What follows belongs to an exercise in optimizing a design on an open flow for small area, a short achievable clock period and few clock cycles; a production flow would make more cautious choices. Only simulation tests tie the RTL to the original design; equivalence was not proved.

===== design/flow/config.mk =====
export PLATFORM = sky130hd
export DESIGN_NAME = rhythm_slot_regularity_tracker_unit
export DESIGN_NICKNAME = rhythm_slot_regularity_tracker_unit
export VERILOG_FILES = /design/flow/design.v
export SDC_FILE = /design/flow/constraint.sdc
export NUM_CORES = 4
export LEC_CHECK = 0
export CAP_MARGIN = 20
export CORE_MARGIN = 2
export CORE_UTILIZATION = 40
export SLEW_MARGIN = 20

===== design/flow/constraint.sdc =====
create_clock -name core_clock -period 10.0 [get_ports {aclk}]
set_input_delay 2.0000 -clock core_clock [delete_from_list [all_inputs] [get_ports {aclk}]]
set_output_delay 2.0000 -clock core_clock [all_outputs]
set_load 0.01 [all_outputs]

===== design/flow/design.v =====
`timescale 1ns / 1ps
`default_nettype none
package rsrt_pkg;
    localparam int SLOT_COUNT = 16;
    localparam int COUNT_BITS = 8;
    localparam int SLOT_W     = $clog2(SLOT_COUNT);
    localparam int SUM_W      = COUNT_BITS + SLOT_W;
    localparam int CNT_W      = SLOT_W + 1;
    localparam int NUM_W      = SUM_W + 1;
    localparam int DEN_W      = CNT_W + 1;
    localparam int DCNT_W     = $clog2(NUM_W + 1);
    localparam int ADD_W      = COUNT_BITS + 9;
    localparam int PROD_W     = 16 + COUNT_BITS;
    localparam int CFG_IDX_W  = 1;
    localparam logic [1:0] REQ_ADD    = 2'd0;
    localparam logic [1:0] REQ_CLEAR  = 2'd1;
    localparam logic [1:0] REQ_SMOOTH = 2'd2;
    localparam logic [1:0] REQ_STEP   = 2'd3;
    localparam logic [1:0] CASE_NONE   = 2'd0;
    localparam logic [1:0] CASE_EMPTY  = 2'd1;
    localparam logic [1:0] CASE_HIT    = 2'd2;
    localparam logic [1:0] CASE_MISSED = 2'd3;
    localparam logic [CFG_IDX_W-1:0] CFG_ACTIVATION = 1'd0;
    localparam logic [CFG_IDX_W-1:0] CFG_RATIO      = 1'd1;
    typedef struct packed {
        logic [1:0] req_type;
        logic [3:0] slot_index;
        logic [7:0] hit_amount;
    } rsrt_in_t;
    typedef struct packed {
        logic [7:0]  smoothed_mean;
        logic [7:0]  raw_mean;
        logic        entry_dismissed;
        logic        is_active;
        logic [15:0] regularity_score;
        logic [1:0]  step_case;
    } rsrt_out_t;
    typedef struct packed {
        logic load;
        logic exec;
        logic sweep1;
        logic sweep2;
        logic div_load;
        logic div_second;
        logic div_step;
        logic fin_raw;
        logic fin_mean;
        logic out_load;
    } rsrt_cmd_t;
    typedef struct packed {
        logic       last;
        logic       div_done;
        logic [1:0] req_type;
    } rsrt_status_t;
endpackage
`default_nettype wire
`timescale 1ns / 1ps
`default_nettype none
module rhythm_slot_regularity_tracker_unit (
    input  wire logic                 aclk,
    input  wire logic                 aresetn,
    input  wire logic                 s_valid,
    output logic                      s_ready,
    input  rsrt_pkg::rsrt_in_t             s_data,
    output logic                      m_valid,
    input  wire logic                 m_ready,
    output rsrt_pkg::rsrt_out_t                 m_data,
    input  wire logic                 cfg_valid,
    output logic                      cfg_ready,
    input  wire logic [rsrt_pkg::CFG_IDX_W-1:0] cfg_index,
    input  wire logic [15:0]          cfg_data
);
    localparam logic [1:0] T_ADD    = 2'd0;
    localparam logic [1:0] T_CLEAR  = 2'd1;
    localparam logic [1:0] T_SMOOTH = 2'd2;
    localparam logic [1:0] T_STEP   = 2'd3;
    localparam logic [2:0] SM_IDLE = 3'd0;
    localparam logic [2:0] SM_MUL  = 3'd1;
    localparam logic [2:0] SM_K    = 3'd2;
    localparam logic [2:0] SM_SW   = 3'd3;
    localparam logic [2:0] SM_2    = 3'd4;
    localparam logic [2:0] SM_3    = 3'd5;
    localparam logic [2:0] SM_4    = 3'd6;
    assign cfg_ready = 1'b1;
    logic [7:0]  hist [16];
    logic [7:0]  refr [16];
    logic [7:0]  mean_r;
    logic [15:0] score_r;
    logic [7:0]  act_r;
    logic [15:0] lim_r;
    logic        rq_v;
    logic [1:0]  rq_t;
    logic [3:0]  rq_i;
    logic [7:0]  rq_a;
    logic        srdy_r;
    logic        mv_r;
    logic [35:0] out_r;
    logic        sk_v;
    logic [35:0] sk_d;
    logic [7:0]  pk_r;
    logic [7:0]  lv_r;
    logic [7:0]  p3_r;
    logic        prev_add;
    logic [2:0]  sm_st;
    logic [2:0]  cnt_r;
    logic [15:0] acc_r;
    logic [11:0] sum_r;
    logic [4:0]  n_r;
    logic        dis_r;
    logic [7:0]  raw_r;
    logic [4:0]  dq_r;
    logic [6:0]  dr_r;
    logic [4:0]  dn_r;
    assign s_ready = srdy_r;
    assign m_valid = mv_r;
    assign m_data  = out_r;
    logic        is_add, is_clr, is_smo, is_stp;
    logic        lim_small;
    logic        low_mean;
    logic        exec_done;
    logic [7:0]  rd_h, rd_r;
    logic [8:0]  add_s;
    logic [7:0]  add_v;
    logic        add_ex, clr_ex, stp_ex;
    logic [15:0] score_inc, score_dec, score_nx;
    logic [1:0]  case_nx;
    logic        sm_kill;
    logic [15:0] kill;
    logic [7:0]  peak_eff;
    logic [9:0]  p3_full;
    logic [11:0] tsum;
    logic [4:0]  tcnt;
    assign is_add = rq_t == T_ADD;
    assign is_clr = rq_t == T_CLEAR;
    assign is_smo = rq_t == T_SMOOTH;
    assign is_stp = rq_t == T_STEP;
    assign lim_small = lim_r[15:8] == 8'd0;
    assign low_mean  = mean_r < act_r;
    assign exec_done = rq_v && !sk_v && (!is_smo || sm_st == SM_4);
    assign add_ex    = exec_done && is_add;
    assign clr_ex    = exec_done && is_clr;
    assign stp_ex    = exec_done && is_stp;
    assign rd_h  = hist[rq_i];
    assign rd_r  = refr[rq_i];
    assign add_s = {1'b0, rd_h} + {1'b0, rq_a};
    assign add_v = add_s[8] ? 8'hFF : add_s[7:0];
    assign score_inc = (score_r == 16'hFFFF) ? score_r : score_r + 16'd1;
    assign score_dec = (score_r == 16'h0000) ? score_r : score_r - 16'd1;
    always_comb begin
        score_nx = score_r;
        case_nx  = 2'd0;
        if (is_stp && !low_mean) begin
            if (rd_h == 8'd0 && rd_r == 8'd0) begin
                score_nx = score_inc;
                case_nx  = 2'd1;
            end else if (rd_h > rd_r) begin
                score_nx = score_inc;
                case_nx  = 2'd2;
            end else if (rd_h != 8'd0) begin
                score_nx = score_dec;
                case_nx  = 2'd3;
            end
        end
    end
    assign sm_kill = rq_v && is_smo &&
                     ((sm_st == SM_IDLE && !prev_add && !lim_small) || sm_st == SM_K);
    always_comb begin
        for (int i = 0; i < 16; i++) begin
            kill[i] = (hist[i] != 8'd0) &&
                      ((hist[i] < p3_r) || (lim_small && hist[i] > acc_r[15:8]));
        end
    end
    always_comb begin
        logic [8:0]  s1 [8];
        logic [9:0]  s2 [4];
        logic [10:0] s3 [2];
        logic [1:0]  c1 [8];
        logic [2:0]  c2 [4];
        logic [3:0]  c3 [2];
        for (int i = 0; i < 8; i++) begin
            s1[i] = {1'b0, hist[2*i]} + {1'b0, hist[2*i+1]};
            c1[i] = {1'b0, hist[2*i] != 8'd0} + {1'b0, hist[2*i+1] != 8'd0};
        end
        for (int i = 0; i < 4; i++) begin
            s2[i] = {1'b0, s1[2*i]} + {1'b0, s1[2*i+1]};
            c2[i] = {1'b0, c1[2*i]} + {1'b0, c1[2*i+1]};
        end
        for (int i = 0; i < 2; i++) begin
            s3[i] = {1'b0, s2[2*i]} + {1'b0, s2[2*i+1]};
            c3[i] = {1'b0, c2[2*i]} + {1'b0, c2[2*i+1]};
        end
        tsum = {1'b0, s3[0]} + {1'b0, s3[1]};
        tcnt = {1'b0, c3[0]} + {1'b0, c3[1]};
    end
    assign peak_eff = (lv_r > pk_r) ? lv_r : pk_r;
    assign p3_full  = 10'((18'({1'b0, peak_eff} + 9'd2) * 18'd171) >> 9);
    logic [4:0]  da_q;
    logic [11:0] da_r;
    always_comb begin
        logic [4:0] x;
        da_r = sum_r;
        for (int i = 7; i >= 3; i--) begin
            x = da_r[i +: 5];
            if (x >= n_r) begin
                da_r[i +: 5] = x - n_r;
                da_q[i - 3]  = 1'b1;
            end else begin
                da_q[i - 3]  = 1'b0;
            end
        end
    end
    logic [7:0]  db_q;
    logic [6:0]  db_r;
    logic        db_nz;
    logic [7:0]  raw_nx;
    logic [7:0]  mean_nx;
    logic        act_nx;
    always_comb begin
        logic [4:0] x;
        logic       rnd;
        db_r = dr_r;
        for (int i = 2; i >= 0; i--) begin
            x = db_r[i +: 5];
            if (x >= dn_r) begin
                db_r[i +: 5] = x - dn_r;
                db_q[i] = 1'b1;
            end else begin
                db_q[i] = 1'b0;
            end
        end
        db_q[7:3] = dq_r;
        db_nz     = dn_r != 5'd0;
        rnd       = {db_r[3:0], 1'b0} >= dn_r;
        raw_nx    = db_nz ? db_q : 8'd0;
        mean_nx   = db_nz ? db_q + {7'd0, rnd} : 8'd0;
        act_nx    = db_nz && ((db_q > act_r) || (rnd && db_q == act_r));
    end
    logic [35:0] res;
    always_comb begin
        if (is_smo)
            res = {mean_nx, raw_r, dis_r, act_nx, score_r, 2'd0};
        else
            res = {mean_r, 8'd0, 1'b0, mean_r > act_r, score_nx, case_nx};
    end
    logic accept, out_free, rq_v_n, sk_v_n, single_n;
    logic [2:0] sm_st_n;
    assign accept   = s_valid && srdy_r;
    assign out_free = !mv_r || m_ready;
    assign rq_v_n   = accept || (rq_v && !exec_done);
    assign sk_v_n   = sk_v ? !out_free : (exec_done && !out_free);
    always_comb begin
        sm_st_n = sm_st;
        if (rq_v && is_smo) begin
            unique case (sm_st)
                SM_IDLE: if (!prev_add) sm_st_n = lim_small ? SM_MUL : SM_2;
                SM_MUL:  if (cnt_r == 3'd7) sm_st_n = SM_K;
                SM_K:    sm_st_n = SM_SW;
                SM_SW:   if (rq_i == 4'd15) sm_st_n = SM_2;
                SM_2:    sm_st_n = SM_3;
                SM_3:    sm_st_n = SM_4;
                SM_4:    if (!sk_v) sm_st_n = SM_IDLE;
                default: sm_st_n = SM_IDLE;
            endcase
        end
    end
    always_comb begin
        if (accept) single_n = s_data.req_type != T_SMOOTH;
        else        single_n = !is_smo || sm_st_n == SM_4;
    end
    always_ff @(posedge aclk) begin
        if (!aresetn) begin
            rq_v     <= 1'b0;
            srdy_r   <= 1'b1;
            mv_r     <= 1'b0;
            sk_v     <= 1'b0;
            sm_st    <= SM_IDLE;
            prev_add <= 1'b0;
        end else begin
            rq_v     <= rq_v_n;
            srdy_r   <= !rq_v_n || (!sk_v_n && single_n);
            sk_v     <= sk_v_n;
            mv_r     <= sk_v || exec_done || (mv_r && !m_ready);
            sm_st    <= sm_st_n;
            prev_add <= add_ex;
        end
    end
    always_ff @(posedge aclk) begin
        if (accept) begin
            rq_t <= s_data.req_type;
            rq_a <= s_data.hit_amount;
            rq_i <= (s_data.req_type == T_STEP) ? s_data.slot_index - 4'd1
                                                : s_data.slot_index;
        end else if (rq_v && is_smo && (sm_st == SM_K || sm_st == SM_SW)) begin
            rq_i <= (sm_st == SM_K) ? 4'd0 : rq_i + 4'd1;
        end
        if (out_free) begin
            if (sk_v)           out_r <= sk_d;
            else if (exec_done) out_r <= res;
        end
        if (!sk_v && exec_done && !out_free) sk_d <= res;
    end
    always_ff @(posedge aclk) begin
        if (!aresetn) begin
            for (int i = 0; i < 16; i++) begin
                hist[i] <= 8'd0;
                refr[i] <= 8'd0;
            end
            mean_r  <= 8'd0;
            score_r <= 16'd0;
            act_r   <= 8'd4;
            lim_r   <= 16'hFFFF;
        end else begin
            if (cfg_valid) begin
                if (cfg_index == 1'b0) act_r <= cfg_data[7:0];
                else                   lim_r <= cfg_data;
            end
            for (int i = 0; i < 16; i++) begin
                if (clr_ex || (sm_kill && kill[i]))
                    hist[i] <= 8'd0;
                else if (add_ex && rq_i == 4'(i))
                    hist[i] <= add_v;
                if (stp_ex && (low_mean ? (rq_i == 4'(i - 1)) : (rq_i == 4'(i))))
                    refr[i] <= hist[i];
            end
            if (stp_ex) score_r <= score_nx;
            if (exec_done && is_smo) mean_r <= mean_nx;
        end
    end
    always_ff @(posedge aclk) begin
        if (!aresetn || clr_ex) begin
            pk_r <= 8'd0;
            lv_r <= 8'd0;
            p3_r <= 8'd0;
        end else if (sm_kill && lim_small) begin
            pk_r <= 8'd0;
            lv_r <= 8'd0;
            p3_r <= p3_full[7:0];
        end else begin
            pk_r <= peak_eff;
            lv_r <= add_ex ? add_v
                  : (rq_v && is_smo && sm_st == SM_SW) ? rd_h : 8'd0;
            p3_r <= p3_full[7:0];
        end
    end
    always_ff @(posedge aclk) begin
        if (rq_v && is_smo) begin
            if (sm_st == SM_IDLE) begin
                cnt_r <= 3'd0;
                acc_r <= 16'd0;
            end
            if (sm_st == SM_MUL) begin
                cnt_r <= cnt_r + 3'd1;
                acc_r <= {acc_r[14:0], 1'b0} + (lim_r[3'd7 - cnt_r] ? {8'd0, pk_r} : 16'd0);
            end
            if (sm_kill || sm_st == SM_2) begin
                sum_r <= tsum;
                n_r   <= tcnt;
            end
            if (sm_kill) dis_r <= |kill;
            if (sm_st == SM_2 || sm_st == SM_3) begin
                dq_r <= da_q;
                dr_r <= da_r[6:0];
                dn_r <= n_r;
            end
            if (sm_st == SM_3) raw_r <= raw_nx;
        end
    end
endmodule
`default_nettype wire

===== design/flow/run.sh =====
#!/bin/bash
# synth_recipe.tcl (not shown) runs the flow's synth.tcl, then flattens the netlist and writes it again
# the make line also repeats each setting of config.mk as NAME=value (left out here)
make -C /OpenROAD-flow-scripts/flow DESIGN_CONFIG=/design/flow/config.mk WORK_HOME=/design/flow/orfs CLKGATE_MAP_FILE= SYNTH_SCRIPT=/design/flow/synth_recipe.tcl finish

==> impl_metrics.ini <==
[drt]
drc = 0
initialDrtViolationCount = 2800
dr.pass1.iters = 7
vias_per_cell = 5.74
wl_per_cell_um = 24.0
drtAntennaViolNets = 0
vias = 27800
wl_mm = 116

[finish]
fin_area_um2 = 38100
nFillCells = 8176
fin_util = 0.449
layout-drive-gt1-share = 0.0683
layout.cells.non_filler = 4848
final_nets = 4251
area_delta_synth_final_pct = 11.8

[cts]
clk_pin_slew_worst_paths_ns = 0.06
cts_made_buffers = 54
cts_root_buffer = clkbuf_16
cts_tree = built
clock_latency_ns = 0.65
cts-htree-levels = 2
clock-sinks = 484
postCtsSetupBuffers = 0
clockBufferDepth = 3

[pwr]
fin_total_pwr_mw = 5.28
power.internal_mw = 3.59
comb_power_share = 0.209
power_frac_clock = 0.394
p_seq_frac = 0.397
power_density_nw_per_um2 = 139
p_leak_nw = 15.5
p_sw_mw = 1.68
swShare = 0.319
vdd_drop_max_v = 0.000171

[floorplan]
dieArea_um2 = 87500
start_util = 0.402
die_h_um = 296
rows = 107
top_level_ports = 75
coreArea_um2 = 84700
die_w_um = 296

[synth]
synth.net_count = 4197
netlist_instances = 3604
synthTopCellsByArea = dfxtp_1, ha_1, edfxtp_1
syn_area_per_cell_um2 = 9.45
synth_seq_area_share = 0.328
synth-seq-cells = 484
synth.distinct_cells = 92
synth-edff-count = 148
synth_area_um2 = 34100
synth.largest_area_cell = dfxtp_1
synth_top_flop_cell = dfxtp_1
async_flop_share = 0
synthDominantCellAreaShare = 0.198
yosys_warnings = 9

[global_routing]
grt_pass1_wl_mm = 173
top_usage_layer = met2
met2_usage = 0.412
first_global_vias = 26500
met1_usage = 0.351
met3_usage = 0.0477
grt_max_degree = 83
grt_use_total = 0.265
antenna_found_initial = 5
grt-ovfl-total = 0

[critical_path]
start_kind = flop
cp_max_fo = 7
required_ns = 10.37
reg2reg_to = dr_r[4]
cpPeakStageDelay_ns = 0.51
r2r_cells = 42
path_common_cell = a21o_1
critPathLaunch = n_r[1]
endpoint = dr_r[4]
reg2reg_slack_ns = 0.96
crit_type = reg2reg
cp_data_arrival_time_ns = 9.41
endpoint_kind = flop
r2r-start = n_r[1]
worst_path_max_delay_cell = edfxtp_1

[worst_hold_path]
hp-start = sum_r[0]
min_path_type = reg2reg

[placement]
dp_cells = 4744
dpl.hpwl_mm = 83.9
place_congestion = 1.00
dpl_cell_area_um2 = 36200
numPortBuffers = 73

[timing]
slew_viol_final = 0
skew_ns = 0.0402
fin_crit_sh = 0.904
tns_ns = 0
worst_pin_slew_ns = 1.12
rsz0062_at_grt = false
max_freq_mhz = 111
period_needed_ns = 9.04
slew_headroom = 0.250
finalSetupViolations = 0
hold_viol = 0

[job]
cap_violations = 0

[status]
status = finished clean
[through the flow]
| stage | setup WS (ns) | hold slack [ns] |
|---|---|---|
| CTS | 0.692 | 0.421 |
| floorplan | 1.36 | 0.400 |
| detailed placement | 0.710 | 0.406 |
| global placement | 0.784 | 0.404 |
| global route | 0.0582 | 0.428 |
| finish | 0.956 | 0.420 |
[repair_timing]
| action | in CTS | in global routing |
|---|---|---|
| resized for setup | 0 | 1 |
| endpoints found under the setup margin | 0 | 3 |
| hold buffers | 0 | 0 |
[logic make-up after synthesis]
family / after synthesis / synth area share
AOI/OAI and AO/OA: 830 / 0.166
xor gates and xnor gates: 73 / 0.0188
adders and majority gates: 557 / 0.236
buffers and inverters: 420 / 0.0485
DFF: 484 / 0.328
muxes: 200 / 0.0615
other: 1 / 0.000110
and+or+nand+nor: 1039 / 0.141
[cell usage after synthesis (17+ instances only)]
cell type,number
a22oi_1,50
nor2b_1,40
and2_1,34
a211oi_1,131
nand2b_1,63
o21bai_1,27
nor3_1,30
or4_1,18
mux2_2,45
o21a_1,38
ha_1,414
edfxtp_1,148
a21o_1,86
xor2_1,23
o21ai_0,135
fa_1,143
nand3_1,96
buf_2,25
nor2_1,435
o21ai_1,24
xnor2_1,50
a21oi_1,165
o22ai_1,17
dfxtp_1,336
nor4_1,28
mux2i_1,152
inv_1,278
nand2_1,214
clkbuf_1,95
a222oi_1,18
nand4_1,24
[placed cells by master (no fill, tap or decap), drive strengths merged, types with 10 or more instances in the layout]
| cell | netlist | final |
|---|---|---|
| a22o | 10 | 10 |
| dfxtp | 336 | 336 |
| fa | 143 | 143 |
| ha | 414 | 414 |
| a31o | 10 | 10 |
| a222oi | 18 | 18 |
| nor3 | 32 | 32 |
| nand4 | 24 | 24 |
| nand2 | 215 | 215 |
| clkdlybuf4s50 | 0 | 73 |
| or4 | 18 | 18 |
| nand2b | 64 | 64 |
| nor2 | 436 | 436 |
| a31oi | 13 | 13 |
| a211oi | 131 | 131 |
| xor2 | 23 | 23 |
| nand3 | 97 | 97 |
| edfxtp | 148 | 148 |
| o21bai | 27 | 27 |
| clkbuf | 95 | 72 |
| inv | 279 | 283 |
| and2 | 38 | 38 |
| mux2i | 152 | 152 |
| nor4 | 29 | 29 |
| and3 | 14 | 14 |
| o21ai | 160 | 160 |
| o22ai | 18 | 18 |
| or3 | 14 | 14 |
| a21oi | 165 | 165 |
| nor2b | 40 | 40 |
| buf | 45 | 65 |
| xnor2 | 50 | 50 |
| mux2 | 45 | 45 |
| a21o | 86 | 86 |
| o31ai | 14 | 14 |
| a22oi | 50 | 50 |
| o21a | 38 | 38 |
| o211ai | 11 | 11 |
| clkinv | 1 | 17 |
[critical path: cells and delay by family, from the launching register on]
kind	cells	cell delay, ns
AO/OA/AOI/OAI	22	4.31
adder cells (fa/ha/maj)	5	1.35
AND/OR/NAND/NOR	8	1.08
multiplexers	3	1.01
buffers and inverters	4	0.53
flip-flops	1	0.51
[sequential cells by signal, indices dropped and copies added, names as in the netlist, 12 cells and up]
| signal | cells |
|---|---|
| acc_r | 16 |
| sum_r | 12 |
| out_r | 36 |
| score_r | 16 |
| lim_r | 16 |
| hist | 128 |
| refr | 128 |
| sk_d | 36 |
[area by class of cell]
class | count | area, µm² | share of cell area
Clock buffer | 72 | 1530 | 0.0402
Sequential cell | 484 | 11200 | 0.293
Antenna cell | 1 | 2.50 | 0.0000657
Tap cell | 1144 | 1430 | 0.0376
Multi-Input combinational cell | 2700 | 21300 | 0.560
Inverter | 280 | 1050 | 0.0277
Clock inverter | 29 | 312 | 0.00818
Timing Repair Buffer | 138 | 1250 | 0.0329
[routing by layer]
layer,part of all wire,vias to the layer above
met5,0.00015,-
met3,0.081,315
met4,0.059,4
li1,-,13000
met1,0.42,13300
met2,0.44,1166
[worst min-delay path by stage]
stage	to	cells after the start
floorplan	dr_r[0]	0
global placement	dr_r[1]	0
detailed placement	dr_r[0]	0
CTS	dr_r[0]	0
global route	dr_r[2]	0
finish	dr_r[0]	0
[power groups by stage]
stage,Combinational [mW],Clock [mW],Sequential (mW)
final,1.10,2.08,2.10
after global routing,1.18,2.19,2.10
after CTS,1.07,2.11,2.10
after detailed placement,1.07,0,2.14
after global placement,1.06,0,2.14
after floorplan,0.666,0,2.13
Testbench counts, summed over its fixed seeds: cycles 22,839.

## separate check: timing with driven ports
How much do the figures lean on ideal ports? The routed layout below was timed once more, with nothing changed but the port constraints.
Step 1 assumes that a clkbuf_16 drives the clock port and a buf_2 every other input.
Step 2, shift: input delay + t, output delay - t, t = (earliest + latest rising clock arrival at the registers) / 2. This alone moves slack from input paths to output paths.
a / b / c = no drivers / after step 1 / after step 2; a / b = the first two.
t (ns): 0.696
slack for setup (ns): 0.956 / 0.956 / 0.956
pins driven straight from the clock port: 1
After both steps setup and hold are still met in this run. The setup slack of this run moves by 0.000 ns with the drivers and by 0.000 ns with both steps.
